Background: an optimization exercise with open tools, aiming at small area. Do not read the settings as production practice. In this exercise RTL edits were held to simulation tests only and were not proved equivalent to the original.

## flow/design.v (module list and top-level ports; edited modules follow where they fit)
// module mac_round_sat: 28 lines
// module mac_fa: 7 lines
// module mac_ha: 7 lines
// module mac_pps: 6 lines
// module mac_cpa: 261 lines
// module mac_nch_acc: 998 lines
module mac_nch_acc #(
    parameter int DW     = 18,
    parameter int CW     = 28,
    parameter int NCH    = 4,
    parameter int GUARD  = 2,
    parameter int OSHIFT = 24,
    parameter int OW     = 20
) (
    input  logic                         clk,
    input  logic                         rst,
    input  logic                         iv,
    input  logic [DW-1:0]                din,
    input  logic [CW-1:0]                cin,
    input  logic [((NCH <= 1) ? 1 : $clog2(NCH))-1:0]     ch,
    input  logic                         first,
    input  logic                         last,
    output logic [OW-1:0]                dout,
    output logic [((NCH <= 1) ? 1 : $clog2(NCH))-1:0]     och,
    output logic                         ov,
    output logic                         ovf
);
  // ...
==> flow/flow/run.sh <==
#!/bin/bash
# Layout flow: the standard flow (standard.sh, with the standard synthesis
# unchanged) with
#  - plain buf_1 port buffers instead of the default delay-cell port buffers,
#  - clock tree synthesis without dummy loads, with clkbuf_4 buffers and
#    clusters of at most 10 sinks within 40 um.
# Each make run's full output goes to its own log file in this folder; ORFS's
# per-step logs are under orfs/logs/.
set -euo pipefail
bash standard.sh synth > flow_synth.log 2>&1
bash standard.sh \
    "BUFFER_PORTS_ARGS=-buffer_cell sky130_fd_sc_hd__buf_1" \
    "CTS_ARGS=-sink_clustering_enable -repair_clock_nets -dont_use_dummy_load -buf_list sky130_fd_sc_hd__clkbuf_4 -sink_clustering_size 10 -sink_clustering_max_diameter 40" \
    finish > flow_layout.log 2>&1
==> flow/standard.sh <==
#!/bin/bash
# synth_recipe.tcl (not shown) runs the flow's synth.tcl, then flattens the netlist and writes it again
# the make line also repeats each setting of config.mk as NAME=value (left out here)
make -C /OpenROAD-flow-scripts/flow DESIGN_CONFIG=/design/flow/config.mk WORK_HOME=/design/flow/orfs CLKGATE_MAP_FILE= SYNTH_SCRIPT=/design/flow/synth_recipe.tcl "${@:-finish}"
==> flow/config.mk <==
export PLATFORM = sky130hd
export DESIGN_NAME = mac_nch_acc
export DESIGN_NICKNAME = mac_nch_acc
export VERILOG_FILES = /design/flow/design.v
export SDC_FILE = /design/flow/constraint.sdc
export NUM_CORES = 4
export LEC_CHECK = 0
export CAP_MARGIN = 20
export CORE_MARGIN = 2
export CORE_UTILIZATION = 50
export SLEW_MARGIN = 20
export SYNTH_HIERARCHICAL = 1
export SYNTH_MINIMUM_KEEP_SIZE = 0
==> flow/constraint.sdc <==
create_clock -name core_clock -period 7.5 [get_ports {clk}]
set_input_delay 1.5000 -clock core_clock [delete_from_list [all_inputs] [get_ports {clk}]]
set_output_delay 1.5000 -clock core_clock [all_outputs]
set_load 0.01 [all_outputs]
==> metrics.cfg, run 1 <==
[critical_path]
end_kind=flop
crit_fanout=5
critPathKind=flop to flop
critPathCapture=acc2[44]
worstSetupStartpoint=c1[0]
reg2reg_slack_ns=0.12
rr_endpoint=acc2[44]

[grt]
use_met3_pct=6.74
grt_max_degree=50
track_usage_pct=28.7
use_met1_pct=41.2

[die]
taps=585
num_rows=76
io_pins=77
die_h_um=213

[synth]
synth_mux_area_share_pct=1.60
ys_top_cells_by_count=257 x fa_1, 216 x a222oi_1, 192 x edfxtp_1
netlist_instances=1593
synth_top_family_by_area=adder cells
yosysSeqAreaShare_pct=42.8
synth_top_area_cell=edfxtp_1
synth_compound_area_share_pct=17.3

[drt]
drt-initial-drc-count=3014
totalWireLength_um=63500

[cells_and_area]
seq_share_pct=38.9
drive_above_1_share_pct=14.2
inv_count=118
layout.nets=2216

[placement]
gp_congestion=0.945

[min_path]
holdPathStages=0
min_to=r4[7]

[run_status]
status=no timing/DRC/antenna violations

[clocking]
cts_hold_buf=0

[sta]
grt_setup_unrepaired=true

==> module mac_cpa, before the edit <==
module mac_cpa (input logic [47:0] a, b, output logic [47:0] s);
  logic [10:0] rc;
  assign rc[0] = 1'b0;
  mac_fa u_r0 (.a(a[0]), .b(b[0]), .c(rc[0]), .s(s[0]), .co(rc[1]));
  mac_fa u_r1 (.a(a[1]), .b(b[1]), .c(rc[1]), .s(s[1]), .co(rc[2]));
  mac_fa u_r2 (.a(a[2]), .b(b[2]), .c(rc[2]), .s(s[2]), .co(rc[3]));
  mac_fa u_r3 (.a(a[3]), .b(b[3]), .c(rc[3]), .s(s[3]), .co(rc[4]));
  mac_fa u_r4 (.a(a[4]), .b(b[4]), .c(rc[4]), .s(s[4]), .co(rc[5]));
  mac_fa u_r5 (.a(a[5]), .b(b[5]), .c(rc[5]), .s(s[5]), .co(rc[6]));
  mac_fa u_r6 (.a(a[6]), .b(b[6]), .c(rc[6]), .s(s[6]), .co(rc[7]));
  mac_fa u_r7 (.a(a[7]), .b(b[7]), .c(rc[7]), .s(s[7]), .co(rc[8]));
  mac_fa u_r8 (.a(a[8]), .b(b[8]), .c(rc[8]), .s(s[8]), .co(rc[9]));
  mac_fa u_r9 (.a(a[9]), .b(b[9]), .c(rc[9]), .s(s[9]), .co(rc[10]));
  logic [38:0] g0, p0;
  assign g0[0] = rc[10];
  assign p0[0] = 1'b0;
  assign g0[38:1] = a[47:10] & b[47:10];
  assign p0[38:1] = a[47:10] ^ b[47:10];
  logic gg1, pp1;
  assign gg1 = g0[1] | (p0[1] & g0[0]);
  assign pp1 = p0[1] & p0[0];
  logic gg2, pp2;
  assign gg2 = g0[3] | (p0[3] & g0[2]);
  assign pp2 = p0[3] & p0[2];
  logic gg3, pp3;
  assign gg3 = g0[5] | (p0[5] & g0[4]);
  assign pp3 = p0[5] & p0[4];
  logic gg4, pp4;
  assign gg4 = g0[7] | (p0[7] & g0[6]);
  assign pp4 = p0[7] & p0[6];
  logic gg5, pp5;
  assign gg5 = g0[9] | (p0[9] & g0[8]);
  assign pp5 = p0[9] & p0[8];
  logic gg6, pp6;
  assign gg6 = g0[11] | (p0[11] & g0[10]);
  assign pp6 = p0[11] & p0[10];
  logic gg7, pp7;
  assign gg7 = g0[13] | (p0[13] & g0[12]);
  assign pp7 = p0[13] & p0[12];
  logic gg8, pp8;
  assign gg8 = g0[15] | (p0[15] & g0[14]);
  assign pp8 = p0[15] & p0[14];
  logic gg9, pp9;
  assign gg9 = g0[17] | (p0[17] & g0[16]);
  assign pp9 = p0[17] & p0[16];
  logic gg10, pp10;
  assign gg10 = g0[19] | (p0[19] & g0[18]);
  assign pp10 = p0[19] & p0[18];
  logic gg11, pp11;
  assign gg11 = g0[21] | (p0[21] & g0[20]);
  assign pp11 = p0[21] & p0[20];
  logic gg12, pp12;
  assign gg12 = g0[23] | (p0[23] & g0[22]);
  assign pp12 = p0[23] & p0[22];
  logic gg13, pp13;
  assign gg13 = g0[25] | (p0[25] & g0[24]);
  assign pp13 = p0[25] & p0[24];
  logic gg14, pp14;
  assign gg14 = g0[27] | (p0[27] & g0[26]);
  assign pp14 = p0[27] & p0[26];
  logic gg15, pp15;
  assign gg15 = g0[29] | (p0[29] & g0[28]);
  assign pp15 = p0[29] & p0[28];
  logic gg16, pp16;
  assign gg16 = g0[31] | (p0[31] & g0[30]);
  assign pp16 = p0[31] & p0[30];
  logic gg17, pp17;
  assign gg17 = g0[33] | (p0[33] & g0[32]);
  assign pp17 = p0[33] & p0[32];
  logic gg18, pp18;
  assign gg18 = g0[35] | (p0[35] & g0[34]);
  assign pp18 = p0[35] & p0[34];
  logic gg19, pp19;
  assign gg19 = g0[37] | (p0[37] & g0[36]);
  assign pp19 = p0[37] & p0[36];
  logic gg20, pp20;
  assign gg20 = gg2 | (pp2 & gg1);
  assign pp20 = pp2 & pp1;
  logic gg21, pp21;
  assign gg21 = gg4 | (pp4 & gg3);
  assign pp21 = pp4 & pp3;
  logic gg22, pp22;
  assign gg22 = gg6 | (pp6 & gg5);
  assign pp22 = pp6 & pp5;
  logic gg23, pp23;
  assign gg23 = gg8 | (pp8 & gg7);
  assign pp23 = pp8 & pp7;
  logic gg24, pp24;
  assign gg24 = gg10 | (pp10 & gg9);
  assign pp24 = pp10 & pp9;
  logic gg25, pp25;
  assign gg25 = gg12 | (pp12 & gg11);
  assign pp25 = pp12 & pp11;
  logic gg26, pp26;
  assign gg26 = gg14 | (pp14 & gg13);
  assign pp26 = pp14 & pp13;
  logic gg27, pp27;
  assign gg27 = gg16 | (pp16 & gg15);
  assign pp27 = pp16 & pp15;
  logic gg28, pp28;
  assign gg28 = gg18 | (pp18 & gg17);
  assign pp28 = pp18 & pp17;
  logic gg29, pp29;
  assign gg29 = gg21 | (pp21 & gg20);
  assign pp29 = pp21 & pp20;
  logic gg30, pp30;
  assign gg30 = gg23 | (pp23 & gg22);
  assign pp30 = pp23 & pp22;
  logic gg31, pp31;
  assign gg31 = gg25 | (pp25 & gg24);
  assign pp31 = pp25 & pp24;
  logic gg32, pp32;
  assign gg32 = gg27 | (pp27 & gg26);
  assign pp32 = pp27 & pp26;
  logic gg33, pp33;
  assign gg33 = gg30 | (pp30 & gg29);
  assign pp33 = pp30 & pp29;
  logic gg34, pp34;
  assign gg34 = gg32 | (pp32 & gg31);
  assign pp34 = pp32 & pp31;
  logic gg35, pp35;
  assign gg35 = gg34 | (pp34 & gg33);
  assign pp35 = pp34 & pp33;
  logic gg36, pp36;
  assign gg36 = gg31 | (pp31 & gg33);
  assign pp36 = pp31 & pp33;
  logic gg37, pp37;
  assign gg37 = gg22 | (pp22 & gg29);
  assign pp37 = pp22 & pp29;
  logic gg38, pp38;
  assign gg38 = gg24 | (pp24 & gg33);
  assign pp38 = pp24 & pp33;
  logic gg39, pp39;
  assign gg39 = gg26 | (pp26 & gg36);
  assign pp39 = pp26 & pp36;
  logic gg40, pp40;
  assign gg40 = gg28 | (pp28 & gg35);
  assign pp40 = pp28 & pp35;
  logic gg41, pp41;
  assign gg41 = gg3 | (pp3 & gg20);
  assign pp41 = pp3 & pp20;
  logic gg42, pp42;
  assign gg42 = gg5 | (pp5 & gg29);
  assign pp42 = pp5 & pp29;
  logic gg43, pp43;
  assign gg43 = gg7 | (pp7 & gg37);
  assign pp43 = pp7 & pp37;
  logic gg44, pp44;
  assign gg44 = gg9 | (pp9 & gg33);
  assign pp44 = pp9 & pp33;
  logic gg45, pp45;
  assign gg45 = gg11 | (pp11 & gg38);
  assign pp45 = pp11 & pp38;
  logic gg46, pp46;
  assign gg46 = gg13 | (pp13 & gg36);
  assign pp46 = pp13 & pp36;
  logic gg47, pp47;
  assign gg47 = gg15 | (pp15 & gg39);
  assign pp47 = pp15 & pp39;
  logic gg48, pp48;
  assign gg48 = gg17 | (pp17 & gg35);
  assign pp48 = pp17 & pp35;
  logic gg49, pp49;
  assign gg49 = gg19 | (pp19 & gg40);
  assign pp49 = pp19 & pp40;
  logic gg50, pp50;
  assign gg50 = g0[2] | (p0[2] & gg1);
  assign pp50 = p0[2] & pp1;
  logic gg51, pp51;
  assign gg51 = g0[4] | (p0[4] & gg20);
  assign pp51 = p0[4] & pp20;
  logic gg52, pp52;
  assign gg52 = g0[6] | (p0[6] & gg41);
  assign pp52 = p0[6] & pp41;
  logic gg53, pp53;
  assign gg53 = g0[8] | (p0[8] & gg29);
  assign pp53 = p0[8] & pp29;
  logic gg54, pp54;
  assign gg54 = g0[10] | (p0[10] & gg42);
  assign pp54 = p0[10] & pp42;
  logic gg55, pp55;
  assign gg55 = g0[12] | (p0[12] & gg37);
  assign pp55 = p0[12] & pp37;
  logic gg56, pp56;
  assign gg56 = g0[14] | (p0[14] & gg43);
  assign pp56 = p0[14] & pp43;
  logic gg57, pp57;
  assign gg57 = g0[16] | (p0[16] & gg33);
  assign pp57 = p0[16] & pp33;
  logic gg58, pp58;
  assign gg58 = g0[18] | (p0[18] & gg44);
  assign pp58 = p0[18] & pp44;
  logic gg59, pp59;
  assign gg59 = g0[20] | (p0[20] & gg38);
  assign pp59 = p0[20] & pp38;
  logic gg60, pp60;
  assign gg60 = g0[22] | (p0[22] & gg45);
  assign pp60 = p0[22] & pp45;
  logic gg61, pp61;
  assign gg61 = g0[24] | (p0[24] & gg36);
  assign pp61 = p0[24] & pp36;
  logic gg62, pp62;
  assign gg62 = g0[26] | (p0[26] & gg46);
  assign pp62 = p0[26] & pp46;
  logic gg63, pp63;
  assign gg63 = g0[28] | (p0[28] & gg39);
  assign pp63 = p0[28] & pp39;
  logic gg64, pp64;
  assign gg64 = g0[30] | (p0[30] & gg47);
  assign pp64 = p0[30] & pp47;
  logic gg65, pp65;
  assign gg65 = g0[32] | (p0[32] & gg35);
  assign pp65 = p0[32] & pp35;
  logic gg66, pp66;
  assign gg66 = g0[34] | (p0[34] & gg48);
  assign pp66 = p0[34] & pp48;
  logic gg67, pp67;
  assign gg67 = g0[36] | (p0[36] & gg40);
  assign pp67 = p0[36] & pp40;
  logic gg68, pp68;
  assign gg68 = g0[38] | (p0[38] & gg49);
  assign pp68 = p0[38] & pp49;
  assign s[10] = p0[1] ^ g0[0];
  assign s[11] = p0[2] ^ gg1;
  assign s[12] = p0[3] ^ gg50;
  assign s[13] = p0[4] ^ gg20;
  assign s[14] = p0[5] ^ gg51;
  assign s[15] = p0[6] ^ gg41;
  assign s[16] = p0[7] ^ gg52;
  assign s[17] = p0[8] ^ gg29;
  assign s[18] = p0[9] ^ gg53;
  assign s[19] = p0[10] ^ gg42;
  assign s[20] = p0[11] ^ gg54;
  assign s[21] = p0[12] ^ gg37;
  assign s[22] = p0[13] ^ gg55;
  assign s[23] = p0[14] ^ gg43;
  assign s[24] = p0[15] ^ gg56;
  assign s[25] = p0[16] ^ gg33;
  assign s[26] = p0[17] ^ gg57;
  assign s[27] = p0[18] ^ gg44;
  assign s[28] = p0[19] ^ gg58;
  assign s[29] = p0[20] ^ gg38;
  assign s[30] = p0[21] ^ gg59;
  assign s[31] = p0[22] ^ gg45;
  assign s[32] = p0[23] ^ gg60;
  assign s[33] = p0[24] ^ gg36;
  assign s[34] = p0[25] ^ gg61;
  assign s[35] = p0[26] ^ gg46;
  assign s[36] = p0[27] ^ gg62;
  assign s[37] = p0[28] ^ gg39;
  assign s[38] = p0[29] ^ gg63;
  assign s[39] = p0[30] ^ gg47;
  assign s[40] = p0[31] ^ gg64;
  assign s[41] = p0[32] ^ gg35;
  assign s[42] = p0[33] ^ gg65;
  assign s[43] = p0[34] ^ gg48;
  assign s[44] = p0[35] ^ gg66;
  assign s[45] = p0[36] ^ gg40;
  assign s[46] = p0[37] ^ gg67;
  assign s[47] = p0[38] ^ gg49;
endmodule
==> inputs of run 2 (changes only) <==
--- a/flow/design.v
+++ b/flow/design.v
@@ -35,40 +35,32 @@
 endmodule
 module mac_ha (
     input  logic a, b,
     output logic s, co
 );
     assign s  = a ^ b;
     assign co = a & b;
 endmodule
-module mac_pps (
-    input  logic a1, a2, b1, b2, c1, c2,
-    output logic y
-);
-    assign y = ~((a1 & a2) | (b1 & b2) | (c1 & c2));
-endmodule
 module mac_cpa (input logic [47:0] a, b, output logic [47:0] s);
-  logic [10:0] rc;
+  logic [8:0] rc;
   assign rc[0] = 1'b0;
   mac_fa u_r0 (.a(a[0]), .b(b[0]), .c(rc[0]), .s(s[0]), .co(rc[1]));
   mac_fa u_r1 (.a(a[1]), .b(b[1]), .c(rc[1]), .s(s[1]), .co(rc[2]));
   mac_fa u_r2 (.a(a[2]), .b(b[2]), .c(rc[2]), .s(s[2]), .co(rc[3]));
   mac_fa u_r3 (.a(a[3]), .b(b[3]), .c(rc[3]), .s(s[3]), .co(rc[4]));
   mac_fa u_r4 (.a(a[4]), .b(b[4]), .c(rc[4]), .s(s[4]), .co(rc[5]));
   mac_fa u_r5 (.a(a[5]), .b(b[5]), .c(rc[5]), .s(s[5]), .co(rc[6]));
   mac_fa u_r6 (.a(a[6]), .b(b[6]), .c(rc[6]), .s(s[6]), .co(rc[7]));
   mac_fa u_r7 (.a(a[7]), .b(b[7]), .c(rc[7]), .s(s[7]), .co(rc[8]));
-  mac_fa u_r8 (.a(a[8]), .b(b[8]), .c(rc[8]), .s(s[8]), .co(rc[9]));
-  mac_fa u_r9 (.a(a[9]), .b(b[9]), .c(rc[9]), .s(s[9]), .co(rc[10]));
-  logic [38:0] g0, p0;
-  assign g0[0] = rc[10];
+  logic [40:0] g0, p0;
+  assign g0[0] = rc[8];
   assign p0[0] = 1'b0;
-  assign g0[38:1] = a[47:10] & b[47:10];
-  assign p0[38:1] = a[47:10] ^ b[47:10];
+  assign g0[40:1] = a[47:8] & b[47:8];
+  assign p0[40:1] = a[47:8] ^ b[47:8];
   logic gg1, pp1;
   assign gg1 = g0[1] | (p0[1] & g0[0]);
   assign pp1 = p0[1] & p0[0];
   logic gg2, pp2;
   assign gg2 = g0[3] | (p0[3] & g0[2]);
   assign pp2 = p0[3] & p0[2];
   logic gg3, pp3;
   assign gg3 = g0[5] | (p0[5] & g0[4]);
@@ -117,200 +109,217 @@
   assign pp17 = p0[33] & p0[32];
   logic gg18, pp18;
   assign gg18 = g0[35] | (p0[35] & g0[34]);
   assign pp18 = p0[35] & p0[34];
   logic gg19, pp19;
   assign gg19 = g0[37] | (p0[37] & g0[36]);
   assign pp19 = p0[37] & p0[36];
   logic gg20, pp20;
-  assign gg20 = gg2 | (pp2 & gg1);
-  assign pp20 = pp2 & pp1;
+  assign gg20 = g0[39] | (p0[39] & g0[38]);
+  assign pp20 = p0[39] & p0[38];
   logic gg21, pp21;
-  assign gg21 = gg4 | (pp4 & gg3);
-  assign pp21 = pp4 & pp3;
+  assign gg21 = gg2 | (pp2 & gg1);
+  assign pp21 = pp2 & pp1;
   logic gg22, pp22;
-  assign gg22 = gg6 | (pp6 & gg5);
-  assign pp22 = pp6 & pp5;
+  assign gg22 = gg4 | (pp4 & gg3);
+  assign pp22 = pp4 & pp3;
   logic gg23, pp23;
-  assign gg23 = gg8 | (pp8 & gg7);
-  assign pp23 = pp8 & pp7;
+  assign gg23 = gg6 | (pp6 & gg5);
+  assign pp23 = pp6 & pp5;
   logic gg24, pp24;
-  assign gg24 = gg10 | (pp10 & gg9);
-  assign pp24 = pp10 & pp9;
+  assign gg24 = gg8 | (pp8 & gg7);
+  assign pp24 = pp8 & pp7;
   logic gg25, pp25;
-  assign gg25 = gg12 | (pp12 & gg11);
-  assign pp25 = pp12 & pp11;
+  assign gg25 = gg10 | (pp10 & gg9);
+  assign pp25 = pp10 & pp9;
   logic gg26, pp26;
-  assign gg26 = gg14 | (pp14 & gg13);
-  assign pp26 = pp14 & pp13;
+  assign gg26 = gg12 | (pp12 & gg11);
+  assign pp26 = pp12 & pp11;
   logic gg27, pp27;
-  assign gg27 = gg16 | (pp16 & gg15);
-  assign pp27 = pp16 & pp15;
+  assign gg27 = gg14 | (pp14 & gg13);
+  assign pp27 = pp14 & pp13;
   logic gg28, pp28;
-  assign gg28 = gg18 | (pp18 & gg17);
-  assign pp28 = pp18 & pp17;
+  assign gg28 = gg16 | (pp16 & gg15);
+  assign pp28 = pp16 & pp15;
   logic gg29, pp29;
-  assign gg29 = gg21 | (pp21 & gg20);
-  assign pp29 = pp21 & pp20;
+  assign gg29 = gg18 | (pp18 & gg17);
+  assign pp29 = pp18 & pp17;
   logic gg30, pp30;
-  assign gg30 = gg23 | (pp23 & gg22);
-  assign pp30 = pp23 & pp22;
+  assign gg30 = gg20 | (pp20 & gg19);
+  assign pp30 = pp20 & pp19;
   logic gg31, pp31;
-  assign gg31 = gg25 | (pp25 & gg24);
-  assign pp31 = pp25 & pp24;
+  assign gg31 = gg22 | (pp22 & gg21);
+  assign pp31 = pp22 & pp21;
   logic gg32, pp32;
-  assign gg32 = gg27 | (pp27 & gg26);
-  assign pp32 = pp27 & pp26;
+  assign gg32 = gg24 | (pp24 & gg23);
+  assign pp32 = pp24 & pp23;
   logic gg33, pp33;
-  assign gg33 = gg30 | (pp30 & gg29);
-  assign pp33 = pp30 & pp29;
+  assign gg33 = gg26 | (pp26 & gg25);
+  assign pp33 = pp26 & pp25;
   logic gg34, pp34;
-  assign gg34 = gg32 | (pp32 & gg31);
-  assign pp34 = pp32 & pp31;
+  assign gg34 = gg28 | (pp28 & gg27);
+  assign pp34 = pp28 & pp27;
   logic gg35, pp35;
-  assign gg35 = gg34 | (pp34 & gg33);
-  assign pp35 = pp34 & pp33;
+  assign gg35 = gg30 | (pp30 & gg29);
+  assign pp35 = pp30 & pp29;
   logic gg36, pp36;
-  assign gg36 = gg31 | (pp31 & gg33);
-  assign pp36 = pp31 & pp33;
+  assign gg36 = gg32 | (pp32 & gg31);
+  assign pp36 = pp32 & pp31;
   logic gg37, pp37;
-  assign gg37 = gg22 | (pp22 & gg29);
-  assign pp37 = pp22 & pp29;
+  assign gg37 = gg34 | (pp34 & gg33);
+  assign pp37 = pp34 & pp33;
   logic gg38, pp38;
-  assign gg38 = gg24 | (pp24 & gg33);
-  assign pp38 = pp24 & pp33;
+  assign gg38 = gg37 | (pp37 & gg36);
+  assign pp38 = pp37 & pp36;
   logic gg39, pp39;
-  assign gg39 = gg26 | (pp26 & gg36);
-  assign pp39 = pp26 & pp36;
+  assign gg39 = gg33 | (pp33 & gg36);
+  assign pp39 = pp33 & pp36;
   logic gg40, pp40;
-  assign gg40 = gg28 | (pp28 & gg35);
-  assign pp40 = pp28 & pp35;
+  assign gg40 = gg35 | (pp35 & gg38);
+  assign pp40 = pp35 & pp38;
   logic gg41, pp41;
-  assign gg41 = gg3 | (pp3 & gg20);
-  assign pp41 = pp3 & pp20;
+  assign gg41 = gg23 | (pp23 & gg31);
+  assign pp41 = pp23 & pp31;
   logic gg42, pp42;
-  assign gg42 = gg5 | (pp5 & gg29);
-  assign pp42 = pp5 & pp29;
+  assign gg42 = gg25 | (pp25 & gg36);
+  assign pp42 = pp25 & pp36;
   logic gg43, pp43;
-  assign gg43 = gg7 | (pp7 & gg37);
-  assign pp43 = pp7 & pp37;
+  assign gg43 = gg27 | (pp27 & gg39);
+  assign pp43 = pp27 & pp39;
   logic gg44, pp44;
-  assign gg44 = gg9 | (pp9 & gg33);
-  assign pp44 = pp9 & pp33;
+  assign gg44 = gg29 | (pp29 & gg38);
+  assign pp44 = pp29 & pp38;
   logic gg45, pp45;
-  assign gg45 = gg11 | (pp11 & gg38);
-  assign pp45 = pp11 & pp38;
+  assign gg45 = gg3 | (pp3 & gg21);
+  assign pp45 = pp3 & pp21;
   logic gg46, pp46;
-  assign gg46 = gg13 | (pp13 & gg36);
-  assign pp46 = pp13 & pp36;
+  assign gg46 = gg5 | (pp5 & gg31);
+  assign pp46 = pp5 & pp31;
   logic gg47, pp47;
-  assign gg47 = gg15 | (pp15 & gg39);
-  assign pp47 = pp15 & pp39;
+  assign gg47 = gg7 | (pp7 & gg41);
+  assign pp47 = pp7 & pp41;
   logic gg48, pp48;
-  assign gg48 = gg17 | (pp17 & gg35);
-  assign pp48 = pp17 & pp35;
+  assign gg48 = gg9 | (pp9 & gg36);
+  assign pp48 = pp9 & pp36;
   logic gg49, pp49;
-  assign gg49 = gg19 | (pp19 & gg40);
-  assign pp49 = pp19 & pp40;
+  assign gg49 = gg11 | (pp11 & gg42);
+  assign pp49 = pp11 & pp42;
   logic gg50, pp50;
-  assign gg50 = g0[2] | (p0[2] & gg1);
-  assign pp50 = p0[2] & pp1;
+  assign gg50 = gg13 | (pp13 & gg39);
+  assign pp50 = pp13 & pp39;
   logic gg51, pp51;
-  assign gg51 = g0[4] | (p0[4] & gg20);
-  assign pp51 = p0[4] & pp20;
+  assign gg51 = gg15 | (pp15 & gg43);
+  assign pp51 = pp15 & pp43;
   logic gg52, pp52;
-  assign gg52 = g0[6] | (p0[6] & gg41);
-  assign pp52 = p0[6] & pp41;
+  assign gg52 = gg17 | (pp17 & gg38);
+  assign pp52 = pp17 & pp38;
   logic gg53, pp53;
-  assign gg53 = g0[8] | (p0[8] & gg29);
-  assign pp53 = p0[8] & pp29;
+  assign gg53 = gg19 | (pp19 & gg44);
+  assign pp53 = pp19 & pp44;
   logic gg54, pp54;
-  assign gg54 = g0[10] | (p0[10] & gg42);
-  assign pp54 = p0[10] & pp42;
+  assign gg54 = g0[2] | (p0[2] & gg1);
+  assign pp54 = p0[2] & pp1;
   logic gg55, pp55;
-  assign gg55 = g0[12] | (p0[12] & gg37);
-  assign pp55 = p0[12] & pp37;
+  assign gg55 = g0[4] | (p0[4] & gg21);
+  assign pp55 = p0[4] & pp21;
   logic gg56, pp56;
-  assign gg56 = g0[14] | (p0[14] & gg43);
-  assign pp56 = p0[14] & pp43;
+  assign gg56 = g0[6] | (p0[6] & gg45);
+  assign pp56 = p0[6] & pp45;
   logic gg57, pp57;
-  assign gg57 = g0[16] | (p0[16] & gg33);
-  assign pp57 = p0[16] & pp33;
+  assign gg57 = g0[8] | (p0[8] & gg31);
+  assign pp57 = p0[8] & pp31;
   logic gg58, pp58;
-  assign gg58 = g0[18] | (p0[18] & gg44);
-  assign pp58 = p0[18] & pp44;
+  assign gg58 = g0[10] | (p0[10] & gg46);
+  assign pp58 = p0[10] & pp46;
   logic gg59, pp59;
-  assign gg59 = g0[20] | (p0[20] & gg38);
-  assign pp59 = p0[20] & pp38;
+  assign gg59 = g0[12] | (p0[12] & gg41);
+  assign pp59 = p0[12] & pp41;
   logic gg60, pp60;
-  assign gg60 = g0[22] | (p0[22] & gg45);
-  assign pp60 = p0[22] & pp45;
+  assign gg60 = g0[14] | (p0[14] & gg47);
+  assign pp60 = p0[14] & pp47;
   logic gg61, pp61;
-  assign gg61 = g0[24] | (p0[24] & gg36);
-  assign pp61 = p0[24] & pp36;
+  assign gg61 = g0[16] | (p0[16] & gg36);
+  assign pp61 = p0[16] & pp36;
   logic gg62, pp62;
-  assign gg62 = g0[26] | (p0[26] & gg46);
-  assign pp62 = p0[26] & pp46;
+  assign gg62 = g0[18] | (p0[18] & gg48);
+  assign pp62 = p0[18] & pp48;
   logic gg63, pp63;
-  assign gg63 = g0[28] | (p0[28] & gg39);
-  assign pp63 = p0[28] & pp39;
+  assign gg63 = g0[20] | (p0[20] & gg42);
+  assign pp63 = p0[20] & pp42;
   logic gg64, pp64;
-  assign gg64 = g0[30] | (p0[30] & gg47);
-  assign pp64 = p0[30] & pp47;
+  assign gg64 = g0[22] | (p0[22] & gg49);
+  assign pp64 = p0[22] & pp49;
   logic gg65, pp65;
-  assign gg65 = g0[32] | (p0[32] & gg35);
-  assign pp65 = p0[32] & pp35;
+  assign gg65 = g0[24] | (p0[24] & gg39);
+  assign pp65 = p0[24] & pp39;
   logic gg66, pp66;
-  assign gg66 = g0[34] | (p0[34] & gg48);
-  assign pp66 = p0[34] & pp48;
+  assign gg66 = g0[26] | (p0[26] & gg50);
+  assign pp66 = p0[26] & pp50;
   logic gg67, pp67;
-  assign gg67 = g0[36] | (p0[36] & gg40);
-  assign pp67 = p0[36] & pp40;
+  assign gg67 = g0[28] | (p0[28] & gg43);
+  assign pp67 = p0[28] & pp43;
   logic gg68, pp68;
-  assign gg68 = g0[38] | (p0[38] & gg49);
-  assign pp68 = p0[38] & pp49;
-  assign s[10] = p0[1] ^ g0[0];
-  assign s[11] = p0[2] ^ gg1;
-  assign s[12] = p0[3] ^ gg50;
-  assign s[13] = p0[4] ^ gg20;
-  assign s[14] = p0[5] ^ gg51;
-  assign s[15] = p0[6] ^ gg41;
-  assign s[16] = p0[7] ^ gg52;
-  assign s[17] = p0[8] ^ gg29;
-  assign s[18] = p0[9] ^ gg53;
-  assign s[19] = p0[10] ^ gg42;
-  assign s[20] = p0[11] ^ gg54;
-  assign s[21] = p0[12] ^ gg37;
-  assign s[22] = p0[13] ^ gg55;
-  assign s[23] = p0[14] ^ gg43;
-  assign s[24] = p0[15] ^ gg56;
-  assign s[25] = p0[16] ^ gg33;
-  assign s[26] = p0[17] ^ gg57;
-  assign s[27] = p0[18] ^ gg44;
-  assign s[28] = p0[19] ^ gg58;
-  assign s[29] = p0[20] ^ gg38;
-  assign s[30] = p0[21] ^ gg59;
-  assign s[31] = p0[22] ^ gg45;
-  assign s[32] = p0[23] ^ gg60;
-  assign s[33] = p0[24] ^ gg36;
-  assign s[34] = p0[25] ^ gg61;
-  assign s[35] = p0[26] ^ gg46;
-  assign s[36] = p0[27] ^ gg62;
-  assign s[37] = p0[28] ^ gg39;
-  assign s[38] = p0[29] ^ gg63;
-  assign s[39] = p0[30] ^ gg47;
-  assign s[40] = p0[31] ^ gg64;
-  assign s[41] = p0[32] ^ gg35;
-  assign s[42] = p0[33] ^ gg65;
-  assign s[43] = p0[34] ^ gg48;
-  assign s[44] = p0[35] ^ gg66;
-  assign s[45] = p0[36] ^ gg40;
-  assign s[46] = p0[37] ^ gg67;
-  assign s[47] = p0[38] ^ gg49;
+  assign gg68 = g0[30] | (p0[30] & gg51);
+  assign pp68 = p0[30] & pp51;
+  logic gg69, pp69;
+  assign gg69 = g0[32] | (p0[32] & gg38);
+  assign pp69 = p0[32] & pp38;
+  logic gg70, pp70;
+  assign gg70 = g0[34] | (p0[34] & gg52);
+  assign pp70 = p0[34] & pp52;
+  logic gg71, pp71;
+  assign gg71 = g0[36] | (p0[36] & gg44);
+  assign pp71 = p0[36] & pp44;
+  logic gg72, pp72;
+  assign gg72 = g0[38] | (p0[38] & gg53);
+  assign pp72 = p0[38] & pp53;
+  logic gg73, pp73;
+  assign gg73 = g0[40] | (p0[40] & gg40);
+  assign pp73 = p0[40] & pp40;
+  assign s[8] = p0[1] ^ g0[0];
+  assign s[9] = p0[2] ^ gg1;
+  assign s[10] = p0[3] ^ gg54;
+  assign s[11] = p0[4] ^ gg21;
+  assign s[12] = p0[5] ^ gg55;
+  assign s[13] = p0[6] ^ gg45;
+  assign s[14] = p0[7] ^ gg56;
+  assign s[15] = p0[8] ^ gg31;
+  assign s[16] = p0[9] ^ gg57;
+  assign s[17] = p0[10] ^ gg46;
+  assign s[18] = p0[11] ^ gg58;
+  assign s[19] = p0[12] ^ gg41;
+  assign s[20] = p0[13] ^ gg59;
+  assign s[21] = p0[14] ^ gg47;
+  assign s[22] = p0[15] ^ gg60;
+  assign s[23] = p0[16] ^ gg36;
+  assign s[24] = p0[17] ^ gg61;
+  assign s[25] = p0[18] ^ gg48;
+  assign s[26] = p0[19] ^ gg62;
+  assign s[27] = p0[20] ^ gg42;
+  assign s[28] = p0[21] ^ gg63;
+  assign s[29] = p0[22] ^ gg49;
+  assign s[30] = p0[23] ^ gg64;
+  assign s[31] = p0[24] ^ gg39;
+  assign s[32] = p0[25] ^ gg65;
+  assign s[33] = p0[26] ^ gg50;
+  assign s[34] = p0[27] ^ gg66;
+  assign s[35] = p0[28] ^ gg43;
+  assign s[36] = p0[29] ^ gg67;
+  assign s[37] = p0[30] ^ gg51;
+  assign s[38] = p0[31] ^ gg68;
+  assign s[39] = p0[32] ^ gg38;
+  assign s[40] = p0[33] ^ gg69;
+  assign s[41] = p0[34] ^ gg52;
+  assign s[42] = p0[35] ^ gg70;
+  assign s[43] = p0[36] ^ gg44;
+  assign s[44] = p0[37] ^ gg71;
+  assign s[45] = p0[38] ^ gg53;
+  assign s[46] = p0[39] ^ gg72;
+  assign s[47] = p0[40] ^ gg40;
 endmodule
 module mac_nch_acc #(
     parameter int DW     = 18,
     parameter int CW     = 28,
     parameter int NCH    = 4,
     parameter int GUARD  = 2,
     parameter int OSHIFT = 24,
     parameter int OW     = 20
@@ -378,36 +387,24 @@
         if (v1) znext[ch1] = 1'b0;
         for (int c = 0; c < 4; c++)
             rdsel[c] = (ch == 2'(c)) & ~first & ~znext[c];
     end
     assign arow = ~(({AW{rd1[0]}} & ~acc0) | ({AW{rd1[1]}} & ~acc1) |
                     ({AW{rd1[2]}} & ~acc2) | ({AW{rd1[3]}} & ~acc3));
     logic [NR-1:0]    m2, ppt, neg;
     logic [NR*CW-1:0] pp;
-    logic [CW-1:0]    c1n;
-    assign m2  = {m2t, {(NR-1){1'b0}}};
-    assign c1n = ~c1;
-    for (genvar i = 0; i < NR - 1; i++) begin : g_row
-        for (genvar j = 1; j < CW; j++) begin : g_bit
-            mac_pps u_pps (.a1(one[i]), .a2(c1[j]), .b1(two[i]), .b2(c1[j-1]),
-                           .c1(m1[i]), .c2(c1n[j]), .y(pp[i*CW+j]));
-        end
-    end
+    assign m2 = {m2t, {(NR-1){1'b0}}};
     always_comb begin
         for (int i = 0; i < NR; i++) begin
-            if (i == NR - 1) begin
-                for (int j = 0; j < CW; j++)
-                    pp[i*CW+j] = ~((one[i] & c1[j]) | (m1[i] & c1n[j]) |
-                                   (two[i] & ((j == 0) ? 1'b0 : c1[j-1])) |
-                                   (m2[i] & ((j == 0) ? 1'b1 : c1n[j-1])));
-            end else begin
-                pp[i*CW] = ~((one[i] & c1[0]) | (m1[i] & c1n[0]));
-            end
-            ppt[i] = ((one[i] | two[i]) & c1[CW-1]) | ((m1[i] | m2[i]) & c1n[CW-1]);
+            for (int j = 0; j < CW; j++)
+                pp[i*CW+j] = ~((one[i] & c1[j]) | (m1[i] & ~c1[j]) |
+                               (two[i] & ((j == 0) ? 1'b0 : c1[j-1])) |
+                               (m2[i] & ((j == 0) ? 1'b1 : ~c1[j-1])));
+            ppt[i] = ((one[i] | two[i]) & c1[CW-1]) | ((m1[i] | m2[i]) & ~c1[CW-1]);
             neg[i] = ~(m1[i] | m2[i]);
         end
     end
     logic [AW-1:0] ta, tb;
     logic s1;
     logic c2;
     logic s3;
     logic c4;
==> flow/config.mk (replaced) <==
export PLATFORM = sky130hd
export DESIGN_NAME = mac_nch_acc
export DESIGN_NICKNAME = mac_nch_acc
export VERILOG_FILES = /design/flow/design.v
export SDC_FILE = /design/flow/constraint.sdc
export NUM_CORES = 4
export LEC_CHECK = 0
export CAP_MARGIN = 20
export CORE_MARGIN = 2
export CORE_UTILIZATION = 60
export SLEW_MARGIN = 20
export SYNTH_HIERARCHICAL = 1
export SYNTH_MINIMUM_KEEP_SIZE = 0
==> run 2 against run 1 <==
Compared with the run above: clock skew is 0.017 ns higher; hold slack better by 0.028 ns; critical endpoint is now o2; global-route usage is 2.4 points higher; area after synthesis is 5.9% higher.
==> metrics.cfg, run 2 <==
[drt]
drt-initial-drc-count=2073  ; was 3014
totalWireLength_um=59700  ; was 63500 µm
vias=15800  ; about the same
vias_per_cell=6.44  ; was 6.62
drtAntennaViolNets=0  ; unchanged
drc=0  ; unchanged
first_pass_iters=6  ; was 13
wl_per_cell_um=24.4  ; was 26.6 µm

[synth]
netlist_area_mm2=0.0231  ; was 0.0218 mm²
ys_ff_latch=361  ; unchanged
netlist_top_cells_area=edfxtp_1 25%, fa_1 22%, dfxtp_1 12%, a221oi_1 7.6%, ha_1 5.9%  ; was edfxtp_1 26%, fa_1 24%, dfxtp_1 13%, a222oi_1 9.9%, ha_1 6.1%
netlist_instances=1923  ; was 1593
synth_flop_cell=edfxtp_1  ; unchanged
synth_most_common_cell=nor2_1  ; was fa_1
syn-num-nets=2341  ; was 2010
synth_warnings=7  ; unchanged
yosysSeqAreaShare_pct=40.4  ; was 42.8%
synth_top_cell_area_share_pct=25.0  ; was 26.5%
ys_top_cells_by_count=265 x nor2_1, 256 x fa_1, 200 x a221oi_1  ; was 257 x fa_1, 216 x a222oi_1, 192 x edfxtp_1
synth_top_area_cell=edfxtp_1  ; unchanged
async_flop_share_pct=8.86  ; unchanged
synth_edf_count=192  ; unchanged
synth_cell_types=61  ; was 68
synth.avg_cell_area_um2=12.0  ; was 13.7 µm²

[cells_and_area]
stdcell_count=2452  ; was 2385
layout.nets=2358  ; was 2216
layout_common_cells=264 x nor2_1, 256 x fa_1, 199 x a221oi_1, 192 x edfxtp_1, 136 x dfxtp_1  ; was 243 x fa_1, 216 x a222oi_1, 192 x edfxtp_1, 132 x dfxtp_1
drive_above_1_share_pct=11.5  ; was 14.2%
area_delta_synth_final_pct=4.80  ; was 10.2%
design_area_mm2=0.0242  ; was 0.0240 mm²
final_common_cell=nor2_1  ; was fa_1
final_util_pct=64.0  ; was 55.7%

[sta]
fin_skew_ns=0.128  ; was 0.111 ns
setup_slack_ns=0.283  ; was 0.123 ns
worst_pin_slew_ns=0.952  ; was 1.11 ns
tns_ns=0  ; unchanged
final_max_slew_viol_count=0  ; unchanged
timing.hold.ws_ns=0.330  ; was 0.302 ns
hold_viol=0  ; unchanged
min_period_ns=7.22  ; was 7.38 ns
slew_headroom_pct=36.5  ; was 25.9%
setup_viol=0  ; unchanged
clock.fmax_ghz=0.139  ; was 0.136 GHz
fin_crit_sh_pct=96.2  ; was 98.4%
grt_setup_unrepaired=false  ; was true

[placement]
dpl-instance-area_mm2=0.0238  ; was 0.0235 mm²
dpl_worst_slack_ns=0.133  ; was -0.420 ns
gp_congestion=0.920  ; was 0.945
io_buffers=76  ; unchanged
dp_cells=2398  ; was 2328
dpl.hpwl_um=43200  ; was 46500 µm

[grt]
grt_max_degree=50  ; unchanged
grt_pass1_vias=15400  ; was 15900
grt_first_pass_wirelength_um=92400  ; was 96400 µm
grt_overflow=0  ; unchanged
antenna_found_initial=2  ; unchanged
track_usage_pct=31.1  ; was 28.7%

[critical_path]
end_kind=flop  ; unchanged
start_kind=flop  ; unchanged
rr_startpoint=one[0]  ; was c1[0]
slowest_delay_ns=0.54  ; was 0.46 ns
rr_endpoint=o2  ; was acc2[44]
required_ns=8.19  ; was 7.98 ns
crit_chain=mux2i_1 -> ha_1 -> fa_1 -> fa_1 -> fa_1 -> fa_1 -> fa_1 -> fa_1 -> fa_1 -> fa_1 -> fa_1 -> a211oi_2 -> o21ai_2 -> o2111ai_4 -> a21o_2 -> nand2_1 -> a21o_1 -> a21o_1 -> fa_1 -> xor2_2 -> nand4_1 -> or4_1 -> nor3_2  ; was mux2i_2 -> ha_1 -> fa_2 -> fa_2 -> fa_2 -> fa_2 -> fa_2 -> fa_2 -> fa_2 -> fa_2 -> fa_2 -> fa_2 -> fa_2 -> a21oi_2 -> nand4b_1 -> a31oi_1 -> a2111o_2 -> a31o_4 -> a21bo_2 -> buf_4 -> a211o_1 -> fa_2 -> xor2_2
critPathKind=flop to flop  ; unchanged
reg2reg_depth=23  ; unchanged
worstPathArrival_ns=7.90  ; was 7.86 ns
critPathMostFrequentCell=fa_1  ; was fa_2
crit_fanout=4  ; was 5
crit_path_top_delay_cell=or4_1  ; was a2111o_2
reg2reg_slack_ns=0.28  ; was 0.12 ns

[clocking]
h-tree-depth=2  ; unchanged
cts_tree=done  ; unchanged
clock-sinks=361  ; unchanged
cts.root.buffer_cell=clkbuf_4  ; unchanged
cts_buffers=49  ; was 51
cts.reportedPaths.clkPinSlew_ns=0.10  ; about the same
clock_path_buffers=3  ; unchanged
clk_latency_ns=0.80  ; about the same
cts_hold_buf=0  ; unchanged

[job]
cap_violations=0  ; unchanged

[min_path]
holdPathStages=0  ; unchanged
hold_class=flop to flop  ; unchanged
min_to=r4[20]  ; was r4[7]
holdCritStartpoint=r3[20]  ; was r3[7]

[die]
die_h_um=200  ; was 213 µm
die_area_mm2=0.0400  ; was 0.0452 mm²
num_rows=71  ; was 76
die_w_um=200  ; was 213 µm
core_area_mm2=0.0378  ; was 0.0431 mm²
io_pins=77  ; unchanged
start_util_pct=61.1  ; was 50.6%

[run_status]
status=no timing/DRC/antenna violations  ; unchanged

-- run 2: cell count changes after synthesis, moves of 23 or more --
cell and delta:
clkbuf_1 +41, buf_2 +80, nor2_1 +173, mux2_2 +23, a221oi_1 +200, buf_1 +32
a222oi_1 -216, inv_1 -31
-- run 2: cell type report --
class	instances	area (µm²)
inverter	87	327
fill	3003	13600
clock buffer	49	368
sequential	361	9320
tap	511	639
timing repair buffer	158	913
antenna	3	7.51
multi-input combinational	1283	12600
-- run 2: worst max path at each step --
| stage | from | to | slack, ns | cells after the start |
|---|---|---|---|---|
| final | one[0] | o2 | 0.28 | 23 |
| after global routing | one[0] | o2 | 0.001 | 23 |
| after CTS | c1[0] | o2 | 0.11 | 23 |
| after detailed placement | c1[0] | o2 | 0.13 | 23 |
| after global placement | c1[0] | o2 | 0.21 | 23 |
| after floorplan | c1[0] | o2 | 0.14 | 25 |
-- run 2: what timing repair did --
action                                  4_1_cts  5_1_grt
hold endpoints to repair                      0        0
buffers inserted                              0        1
endpoints found under the setup margin        0        1
resized for setup                             0        4
-- run 2: cell families after synthesis --
family          Yosys count  share of synthesized area, %
flops                   361                          40.4
compound gates          453                          15.3
xor+xnor                 29                          1.10
other cells               1                        0.0163
mux                      55                          2.64
buf+inv                 279                          5.17
simple gates            380                          7.23
fa+ha+maj               365                          28.1
-- run 2: worst max-delay path, delay by kind of cell, from the launching register on --
family	cells	cell delay (ns)
xor gates and xnor gates	1	0.16
muxes	1	0.11
adders and majority gates	11	4.37
and+or+nand+nor	4	0.91
DFF	1	0.43
AOI/OAI and AO/OA	6	1.14
-- run 2: Yosys stat by module, one instance, submodules excluded, excerpt --
module,flip-flops and latches,cells,copies in the design
mac_fa,0,1,236
mac_ha,0,1,52
mac_cpa,0,185,1
mac_nch_acc,361,1396,1
-- run 2: per-layer routing --
metal,part of all wire [%],global-route usage [%]
met5,0,0
met4,2.4,7.35
met3,11,7.53
met2,42,44.8
met1,44,47.6

re-timing with driven ports:
The flow's constraints put no driver on any port. The routed layouts listed below were extracted and timed again, unchanged, in two steps. Step 1: set_driving_cell puts a clkbuf_16 on clk and a buf_2 on each other input, an assumption about the parent block. Step 2 moves the port delays by t, midway between the first and last clock arrival at a register: inputs arrive t later, outputs are due t later. That takes back most of the time a late clock gives input paths. a / b / c = ideal ports / drivers / drivers and shift; a / b = the first two.
run	t (ns)	setup slack, ns	worst hold slack (ns)	worst register clock-pin slew, ns	worst slew at a driven data input, ns
run 1	0.798	0.123 / 0.123 / 0.123	0.302 / 0.302 / 0.302	0.11 / 0.11	0.05
run 2	0.788	0.283 / 0.283 / 0.283	0.330 / 0.330 / 0.330	0.10 / 0.10	0.06
After both steps every run listed still meets setup and hold.
